This design comes from an exercise in tuning for small area, a short achievable clock period and few clock cycles on the open sky130 flow, not from production work.
Function was checked by simulation only, so behaviour that the tests miss may differ from the original.
The clock port is modelled as an ideal driver; clocking choices that lean on that would not hold on a real chip.

job 101:
// axis_cmult
module axis_cmult
#(
  parameter int IN_WIDTH  = 16,
  parameter int OUT_WIDTH = 16,
  parameter int SHIFT     = 15,
  parameter int ROUND     = 1
) (
  input  logic                     aclk,
  input  logic                     areset,
  input  logic [2*IN_WIDTH-1:0]    s_axis_a_tdata,
  input  logic                     s_axis_a_tvalid,
  output logic                     s_axis_a_tready,
  input  logic                     s_axis_a_tlast,
  input  logic [2*IN_WIDTH-1:0]    s_axis_b_tdata,
  input  logic                     s_axis_b_tvalid,
  output logic                     s_axis_b_tready,
  input  logic                     conj_b,
  output logic [2*OUT_WIDTH-1:0]   m_axis_tdata,
  output logic                     m_axis_tvalid,
  input  logic                     m_axis_tready,
  output logic                     m_axis_tlast,
  output logic                     ovf_sticky,
  input  logic                     ovf_clr
);
clock: 8.5 ns
lec_check: 0
cap_margin: 20
core_margin: 2
core_utilization: 40
cts_buf_list: sky130_fd_sc_hd__clkbuf_4 sky130_fd_sc_hd__clkbuf_8
setup_slack_margin: 4.0
slew_margin: 20
synth_hierarchical: 1
run.sh (not shown) runs the stock make flow with config.mk's settings and CLKGATE_MAP_FILE= SYNTH_SCRIPT=/design/flow/synth_recipe.tcl, a recipe that flattens the netlist after the stock synthesis.
Testbench counts of job 101, summed over its fixed seeds: cycles 24,024.
> inputs changed (job 101 -> job 102)
- CTS_BUF_LIST no longer set, was sky130_fd_sc_hd__clkbuf_4 sky130_fd_sc_hd__clkbuf_8
- SETUP_SLACK_MARGIN now 4.5, was 4.0
- ABC_CLOCK_PERIOD_IN_PS now 4000, previously not set
==> results.txt <==
Measured against each other, job 102 and job 101 differ in headroom to the max-slew limit, the lower figure coming from job 101.
Cmp job 102 and job 101 / share of the core filled with cells in the final layout / lower: job 101
Job 102 vs. job 101: number of instances resized during post-cts repair went up by 202.
Between job 102 and job 101, the initial antenna violation count is lower for job 102.
met3 demand-to-capacity share in global routing was higher in the run labelled job 102.
Of job 102 and job 101, the run reporting the higher layout inverter count without the clock tree was job 101.
When the final numbers for job 102 and job 101 were put side by side, the final wirelength turned out to be smaller in job 101.
Minimum clock period for job 102: 340 ps down relative to job 101
Changes in job 103 relative to job 102:
- a deleted ABC_CLOCK_PERIOD_IN_PS that had been 4000
## What came out
~same tapcell count in job 103 and job 102
As far as least setup slack across all paths after layout goes, job 103 and job 102 are indistinguishable; the numbers are identical.
Re setup slack after placement: no difference whatsoever between job 103 and job 102.
Layout net count came out exactly the same in job 103 and job 102.
Diff job 103..job 102 | cell count | unchanged
As far as area of the mapped netlist goes, job 103 and job 102 are indistinguishable; the numbers are identical.

========
Setup of run A:
axis_cmult, a different RTL version from the one above (not shown whole).
Size in the first run: roughly 2600 cells after synthesis, ~220 flip-flops, roughly 110 I/O pins.
==> flow/config.mk <==
export PLATFORM = sky130hd
export DESIGN_NAME = axis_cmult
export DESIGN_NICKNAME = axis_cmult
export VERILOG_FILES = /design/flow/design.v
export SDC_FILE = /design/flow/constraint.sdc
export NUM_CORES = 4
export LEC_CHECK = 0
export CAP_MARGIN = 20
export CORE_MARGIN = 2
export CORE_UTILIZATION = 40
export SETUP_SLACK_MARGIN = 4.25
export SLEW_MARGIN = 20
export SYNTH_HIERARCHICAL = 1
export TNS_END_PERCENT = 10
==> flow/constraint.sdc <==
create_clock -name core_clock -period 8.5 [get_ports {aclk}]
set_input_delay 1.7000 -clock core_clock [delete_from_list [all_inputs] [get_ports {aclk}]]
set_output_delay 1.7000 -clock core_clock [all_outputs]
set_load 0.01 [all_outputs]
standard.sh (not shown) runs the stock make flow with config.mk's settings and CLKGATE_MAP_FILE= SYNTH_SCRIPT=/design/flow/synth_recipe.tcl, a recipe that flattens the netlist after the stock synthesis.
==> flow/flow/run.sh <==
#!/bin/bash
# Own layout flow: the standard ORFS flow (standard.sh, standard synthesis unchanged)
# with extra ORFS make variables appended to its make command line.
set -euo pipefail
EXTRA=$(cat flow/extra_vars.txt)
sed "s|\"\${@:-finish}\"|$EXTRA \"\${@:-finish}\"|" standard.sh > my_standard.sh
bash my_standard.sh > flow_make.log 2>&1
==> flow/flow/extra_vars.txt <==
BUFFER_PORTS_ARGS="-buffer_cell sky130_fd_sc_hd__buf_1"
Looking at the reports, run A completed the entire flow and the layout it produced met the timing, DRC and antenna checks.
Testbench counts of run A, summed over its fixed seeds: cycles 24,024.
For run B, these inputs were changed with respect to run A:
- swapping 4.25 for 4.35 in SETUP_SLACK_MARGIN
- clearing TNS_END_PERCENT, which used to be 10
==> flow/flow/run.sh <==
#!/bin/bash
set -euo pipefail
EXTRA=$(cat flow/extra_vars.txt)
sed "s|\"\${@:-finish}\"|$EXTRA \"\${@:-finish}\"|" standard.sh > my_standard.sh
bash my_standard.sh cts > flow_make_cts.log 2>&1
export SKEW_RES=$PWD/orfs/results/sky130hd/axis_cmult/base
openroad -no_init -exit flow/skew.tcl > flow_skew.log 2>&1
bash my_standard.sh > flow_make.log 2>&1
==> flow/flow/skew.tcl (new file) <==
# Insert one clock buffer in front of the clock pins of the stage-2 (carry-save) registers.
set res $::env(SKEW_RES)
set plat $::env(FLOW_HOME)/platforms/sky130hd
read_liberty $plat/lib/sky130_fd_sc_hd__tt_025C_1v80.lib
read_db $res/4_cts.odb
read_sdc $res/4_cts.sdc
source $plat/setRC.tcl
set block [ord::get_db_block]
set groups [dict create]
foreach inst [$block getInsts] {
  set n [$inst getName]
  if {[string match "re_q*" $n] || [string match "im_q*" $n] || [string match "re_cin*" $n] || [string match "im_cin*" $n]} {
    set it [$inst findITerm CLK]
    set net [$it getNet]
    dict lappend groups [$net getName] $n
  }
}
set i 0
dict for {netname insts} $groups {
  set pins {}
  set sx 0; set sy 0
  foreach n $insts {
    lappend pins [get_pins -of_objects [get_cells $n] -filter "name == CLK"]
    set loc [[$block findInst $n] getLocation]
    set sx [expr {$sx + [lindex $loc 0]}]
    set sy [expr {$sy + [lindex $loc 1]}]
  }
  set k [llength $insts]
  set dbu [$block getDbUnitsPerMicron]
  set x [expr {double($sx) / $k / $dbu}]
  set y [expr {double($sy) / $k / $dbu}]
  puts "net $netname: $k sinks -> skewbuf_$i at $x $y"
  insert_buffer -buffer_cell sky130_fd_sc_hd__clkbuf_8 -net [get_nets $netname] -load_pins $pins \
    -location [list $x $y] -buffer_name skewbuf_$i -net_name skewnet_$i
  incr i
}
puts "inserted $i clock buffers"
global_connect
detailed_placement
check_placement -verbose
set_propagated_clock [all_clocks]
estimate_parasitics -placement
report_worst_slack -max
report_worst_slack -min
write_db $res/4_cts.odb
==> comparison <==
- Diff run A -> run B | final wirelength | increase of 1200 µm
- In the reports for run B and run A, the larger worst hold slack belongs to run A.
- Between run B and run A, the maximum count of clock buffers along a single path does not differ in any meaningful way.
> inputs changed (run B -> run C)
- SETUP_SLACK_MARGIN changed from 4.35 to 4.4
## What came out
Synthesized area came out exactly the same in run C and run B.
In the metrics for run C and run B, the one carrying the lower endpoint required time on the critical path is run B.
Looking at design area across run C and run B, the one that comes out lower is run B.
The area added between synthesis and finish number comes out lower for run B vs run C.
In the flow results for run C and run B, the post-detailed-route wirelength per cell is smaller on run B.
Run C reports a higher area share of buffers outside the clock network than run B does.
The core of run C is more densely filled than that of run B.
The wire length of the first global-routing pass in run C sits about 0.8% above the value recorded for run B.
Run C vs run B, start point of the critical path: ai[3] vs ai[8]
Run C: done, clean on timing, DRC and antenna
diff inputs: run C => run D
- SETUP_SLACK_MARGIN now 4.5, was 4.4
Sort run D and run C by area added between synthesis and finish, descending, and run D comes first.
After detailed routing, run C needs less wire than run D.
[run D] layout clock buffer count fell about 15% relative to run C
Looking at via count of the first global-routing pass, run D sits above run C.
Re number of instances in the synthesized netlist: no difference whatsoever between run D and run C.

========
Setup of P:
Starting RTL as in the previous note.
==> flow/config.mk <==
export PLATFORM = sky130hd
export DESIGN_NAME = axis_cmult
export DESIGN_NICKNAME = axis_cmult
export VERILOG_FILES = /design/flow/design.v
export SDC_FILE = /design/flow/constraint.sdc
export NUM_CORES = 4
export LEC_CHECK = 0
export CAP_MARGIN = 20
export CORE_MARGIN = 2
export CORE_UTILIZATION = 40
export SETUP_SLACK_MARGIN = 4.4
export SLEW_MARGIN = 20
export SYNTH_HIERARCHICAL = 1
==> flow/constraint.sdc <==
create_clock -name core_clock -period 8.5 [get_ports {aclk}]
set_input_delay 1.7000 -clock core_clock [delete_from_list [all_inputs] [get_ports {aclk}]]
set_output_delay 1.7000 -clock core_clock [all_outputs]
set_load 0.01 [all_outputs]
==> flow/flow/run.sh <==
#!/bin/bash
set -euo pipefail
EXTRA=$(cat flow/extra_vars.txt)
sed "s|\"\${@:-finish}\"|$EXTRA \"\${@:-finish}\"|" standard.sh > my_standard.sh
bash my_standard.sh cts > flow_make_cts.log 2>&1
export SKEW_RES=$PWD/orfs/results/sky130hd/axis_cmult/base
openroad -no_init -exit flow/skew.tcl > flow_skew.log 2>&1
bash my_standard.sh > flow_make.log 2>&1
==> flow/flow/skew.tcl <==
# Insert one clock buffer in front of the clock pins of the stage-2 (carry-save) registers.
set res $::env(SKEW_RES)
set plat $::env(FLOW_HOME)/platforms/sky130hd
read_liberty $plat/lib/sky130_fd_sc_hd__tt_025C_1v80.lib
read_db $res/4_cts.odb
read_sdc $res/4_cts.sdc
source $plat/setRC.tcl
set block [ord::get_db_block]
set groups [dict create]
foreach inst [$block getInsts] {
  set n [$inst getName]
  if {[string match "re_q*" $n] || [string match "im_q*" $n] || [string match "re_cin*" $n] || [string match "im_cin*" $n]} {
    set it [$inst findITerm CLK]
    set net [$it getNet]
    dict lappend groups [$net getName] $n
  }
}
set i 0
dict for {netname insts} $groups {
  set pins {}
  set sx 0; set sy 0
  foreach n $insts {
    lappend pins [get_pins -of_objects [get_cells $n] -filter "name == CLK"]
    set loc [[$block findInst $n] getLocation]
    set sx [expr {$sx + [lindex $loc 0]}]
    set sy [expr {$sy + [lindex $loc 1]}]
  }
  set k [llength $insts]
  set dbu [$block getDbUnitsPerMicron]
  set x [expr {double($sx) / $k / $dbu}]
  set y [expr {double($sy) / $k / $dbu}]
  puts "net $netname: $k sinks -> skewbuf_$i at $x $y"
  insert_buffer -buffer_cell sky130_fd_sc_hd__clkbuf_4 -net [get_nets $netname] -load_pins $pins \
    -location [list $x $y] -buffer_name skewbuf_$i -net_name skewnet_$i
  incr i
}
puts "inserted $i clock buffers"
global_connect
detailed_placement
check_placement -verbose
set_propagated_clock [all_clocks]
estimate_parasitics -placement
report_worst_slack -max
report_worst_slack -min
write_db $res/4_cts.odb
Scripts as last shown in full above: flow/flow/extra_vars.txt
Testbench counts of P, summed over its fixed seeds: cycles 24,024.
Setup changes, P to Q
==> flow/flow/run.sh <==
#!/bin/bash
# Own layout flow: the standard ORFS flow (standard.sh, standard synthesis unchanged)
# with extra ORFS make variables appended to its make command line.
set -euo pipefail
EXTRA=$(cat flow/extra_vars.txt)
sed "s|\"\${@:-finish}\"|$EXTRA \"\${@:-finish}\"|" standard.sh > my_standard.sh
bash my_standard.sh > flow_make.log 2>&1
-- flow/config.mk --
<<< P, line 9
export CORE_MARGIN = 2
export CORE_UTILIZATION = 40
export SETUP_SLACK_MARGIN = 4.4
export SLEW_MARGIN = 20
export SYNTH_HIERARCHICAL = 1
>>> Q, line 9
export CORE_MARGIN = 2
export CORE_UTILIZATION = 40
export SETUP_SLACK_MARGIN = 4.15
export SLEW_MARGIN = 20
export SYNTH_HIERARCHICAL = 1
removed: flow/flow/skew.tcl
- Changes observed in Q relative to P: remaining design rule violation count flat; share of synthesized registers carrying an async set or reset flat; portion of the clock cycle consumed by the worst path in the final layout up 3.2 points.
- Relative to P, worst hold slack after final layout has gone up in Q.
- Between Q and P, it is Q whose HPWL after detailed placement is lower, by about 0.9%.
- Accumulated negative setup slack: Q vs P — no meaningful difference
Relative to Q, the following input files were edited for R:
-- flow/config.mk --
<<< Q, line 9
export CORE_MARGIN = 2
export CORE_UTILIZATION = 40
export SETUP_SLACK_MARGIN = 4.15
export SLEW_MARGIN = 20
export SYNTH_HIERARCHICAL = 1
>>> R, line 9
export CORE_MARGIN = 2
export CORE_UTILIZATION = 40
export PLACE_DENSITY = 0.5
export SETUP_SLACK_MARGIN = 4.25
export SLEW_MARGIN = 20
export SYNTH_HIERARCHICAL = 1
[summary]
Summary of R over Q: relative area of clock buffers and inverters in the final design went up 0.20 points, portion of the clock cycle consumed by the worst path in the final layout went down 0.93 points, net count of the finished layout moved up. R vs Q: count of vias placed by the detailed router down slightly. In R the final critical path time including I/O delays and setup turned out 0.079 ns lower than in Q.
Here is what was changed in the inputs of S compared with R.
==> flow/flow/extra_vars.txt <==
BUFFER_PORTS_ARGS="-buffer_cell sky130_fd_sc_hd__buf_1" MATCH_CELL_FOOTPRINT=0
-- flow/config.mk --
<<< R, line 9
export CORE_MARGIN = 2
export CORE_UTILIZATION = 40
export PLACE_DENSITY = 0.5
export SETUP_SLACK_MARGIN = 4.25
export SLEW_MARGIN = 20
export SYNTH_HIERARCHICAL = 1
>>> S, line 9
export CORE_MARGIN = 2
export CORE_UTILIZATION = 40
export SETUP_SLACK_MARGIN = 4.45
export SLEW_MARGIN = 20
export SYNTH_HIERARCHICAL = 1
Findings:
- The final reports for S and R show maximum frequency higher in the former.
- Reported for R and S, synthesized cell count turned out identical to the last digit.
- Length of routed met2 wiring in S is about 3% above R.
- Summary of S over R: wire length after detailed routing up 7.7%.
- Delta(final period demand of the worst path, S - R) < 0
The following lists how T was set up differently from S:
==> flow/flow/run.sh <==
#!/bin/bash
set -euo pipefail
EXTRA=$(cat flow/extra_vars.txt)
sed "s|\"\${@:-finish}\"|$EXTRA \"\${@:-finish}\"|" standard.sh > my_standard.sh
bash my_standard.sh cts > flow_make_cts.log 2>&1
export SKEW_RES=$PWD/orfs/results/sky130hd/axis_cmult/base
openroad -no_init -exit flow/skew.tcl > flow_skew.log 2>&1
bash my_standard.sh > flow_make.log 2>&1
==> flow/flow/extra_vars.txt <==
BUFFER_PORTS_ARGS="-buffer_cell sky130_fd_sc_hd__buf_1"
==> flow/flow/skew.tcl (new file) <==
# Insert one clock buffer in front of the clock pins of the stage-2 (carry-save) registers.
set res $::env(SKEW_RES)
set plat $::env(FLOW_HOME)/platforms/sky130hd
read_liberty $plat/lib/sky130_fd_sc_hd__tt_025C_1v80.lib
read_db $res/4_cts.odb
read_sdc $res/4_cts.sdc
source $plat/setRC.tcl
set block [ord::get_db_block]
set groups [dict create]
foreach inst [$block getInsts] {
  set n [$inst getName]
  if {[string match "re_q*" $n] || [string match "im_q*" $n] || [string match "re_cin*" $n] || [string match "im_cin*" $n]} {
    set it [$inst findITerm CLK]
    set net [$it getNet]
    dict lappend groups [$net getName] $n
  }
}
set i 0
dict for {netname insts} $groups {
  set pins {}
  set sx 0; set sy 0
  foreach n $insts {
    lappend pins [get_pins -of_objects [get_cells $n] -filter "name == CLK"]
    set loc [[$block findInst $n] getLocation]
    set sx [expr {$sx + [lindex $loc 0]}]
    set sy [expr {$sy + [lindex $loc 1]}]
  }
  set k [llength $insts]
  set dbu [$block getDbUnitsPerMicron]
  set x [expr {double($sx) / $k / $dbu}]
  set y [expr {double($sy) / $k / $dbu}]
  puts "net $netname: $k sinks -> skewbuf_$i at $x $y"
  insert_buffer -buffer_cell sky130_fd_sc_hd__clkbuf_8 -net [get_nets $netname] -load_pins $pins \
    -location [list $x $y] -buffer_name skewbuf_$i -net_name skewnet_$i
  incr i
}
puts "inserted $i clock buffers"
global_connect
detailed_placement
check_placement -verbose
set_propagated_clock [all_clocks]
estimate_parasitics -placement
report_worst_slack -max
report_worst_slack -min
write_db $res/4_cts.odb
-- flow/config.mk --
<<< S, line 9
export CORE_MARGIN = 2
export CORE_UTILIZATION = 40
export SETUP_SLACK_MARGIN = 4.45
export SLEW_MARGIN = 20
export SYNTH_HIERARCHICAL = 1
>>> T, line 9
export CORE_MARGIN = 2
export CORE_UTILIZATION = 40
export SETUP_SLACK_MARGIN = 4.3
export SLEW_MARGIN = 20
export SYNTH_HIERARCHICAL = 1
Findings:
T vs. S: final area shrank by about 6%, sequential cell area fraction in the yosys report held steady.
A critical-path cell with the highest stage delay of sky130_fd_sc_hd__fa_1 is what T shows, while sky130_fd_sc_hd__fa_2 belongs to S.
Final worst-path cycle share, T and S: smaller value in T
T vs S, launch point of the critical path: ar[10] vs ai[8]

-- what the ideal ports hide --
The flow's constraints put no driver on any port. The routed layouts listed below were extracted and timed again, unchanged, in two steps. Step 1 sets driving cells, clkbuf_16 on the clock port and buf_2 on the other inputs (assumed; they add their load-dependent delay and slew). Step 2 moves the port delays by t, midway between the first and last clock arrival at a register: inputs arrive t later, outputs are due t later. That takes back most of the time a late clock gives input paths. Three values: ideal ports, drivers, drivers and shift; two values: the first two.
run | t (ns) | setup slack, ns | worst setup path at the end | slew at the worst register clock pin (ns) | pins driven straight from the clock port
job 101 | 0.708 | 4.050 / 4.050 / 4.047 | input to register | 0.08 / 0.08 | 1
job 102 | 0.619 | 4.386 / 4.386 / 4.075 | input to register | 0.07 / 0.07 | 1
job 103 | 0.619 | 4.386 / 4.386 / 4.075 | input to register | 0.07 / 0.07 | 1
run A | 0.665 | 4.316 / 4.316 / 4.316 | register to register | 0.07 / 0.07 | 1
run B | 0.702 | 4.437 / 4.437 / 4.437 | register to register | 0.08 / 0.08 | 1
run C | 0.709 | 4.487 / 4.487 / 4.487 | register to register | 0.07 / 0.07 | 1
run D | 0.742 | 4.500 / 4.500 / 4.500 | register to register | 0.07 / 0.07 | 1
P | 0.726 | 4.484 / 4.484 / 4.484 | register to register | 0.11 / 0.11 | 1
Q | 0.652 | 4.213 / 4.213 / 4.213 | register to register | 0.07 / 0.07 | 1
R | 0.664 | 4.292 / 4.292 / 4.292 | register to register | 0.06 / 0.06 | 1
S | 0.674 | 4.352 / 4.352 / 4.352 | register to register | 0.07 / 0.07 | 1
T | 0.706 | 4.408 / 4.408 / 4.408 | register to register | 0.08 / 0.08 | 1
After both steps every run listed still meets setup and hold.
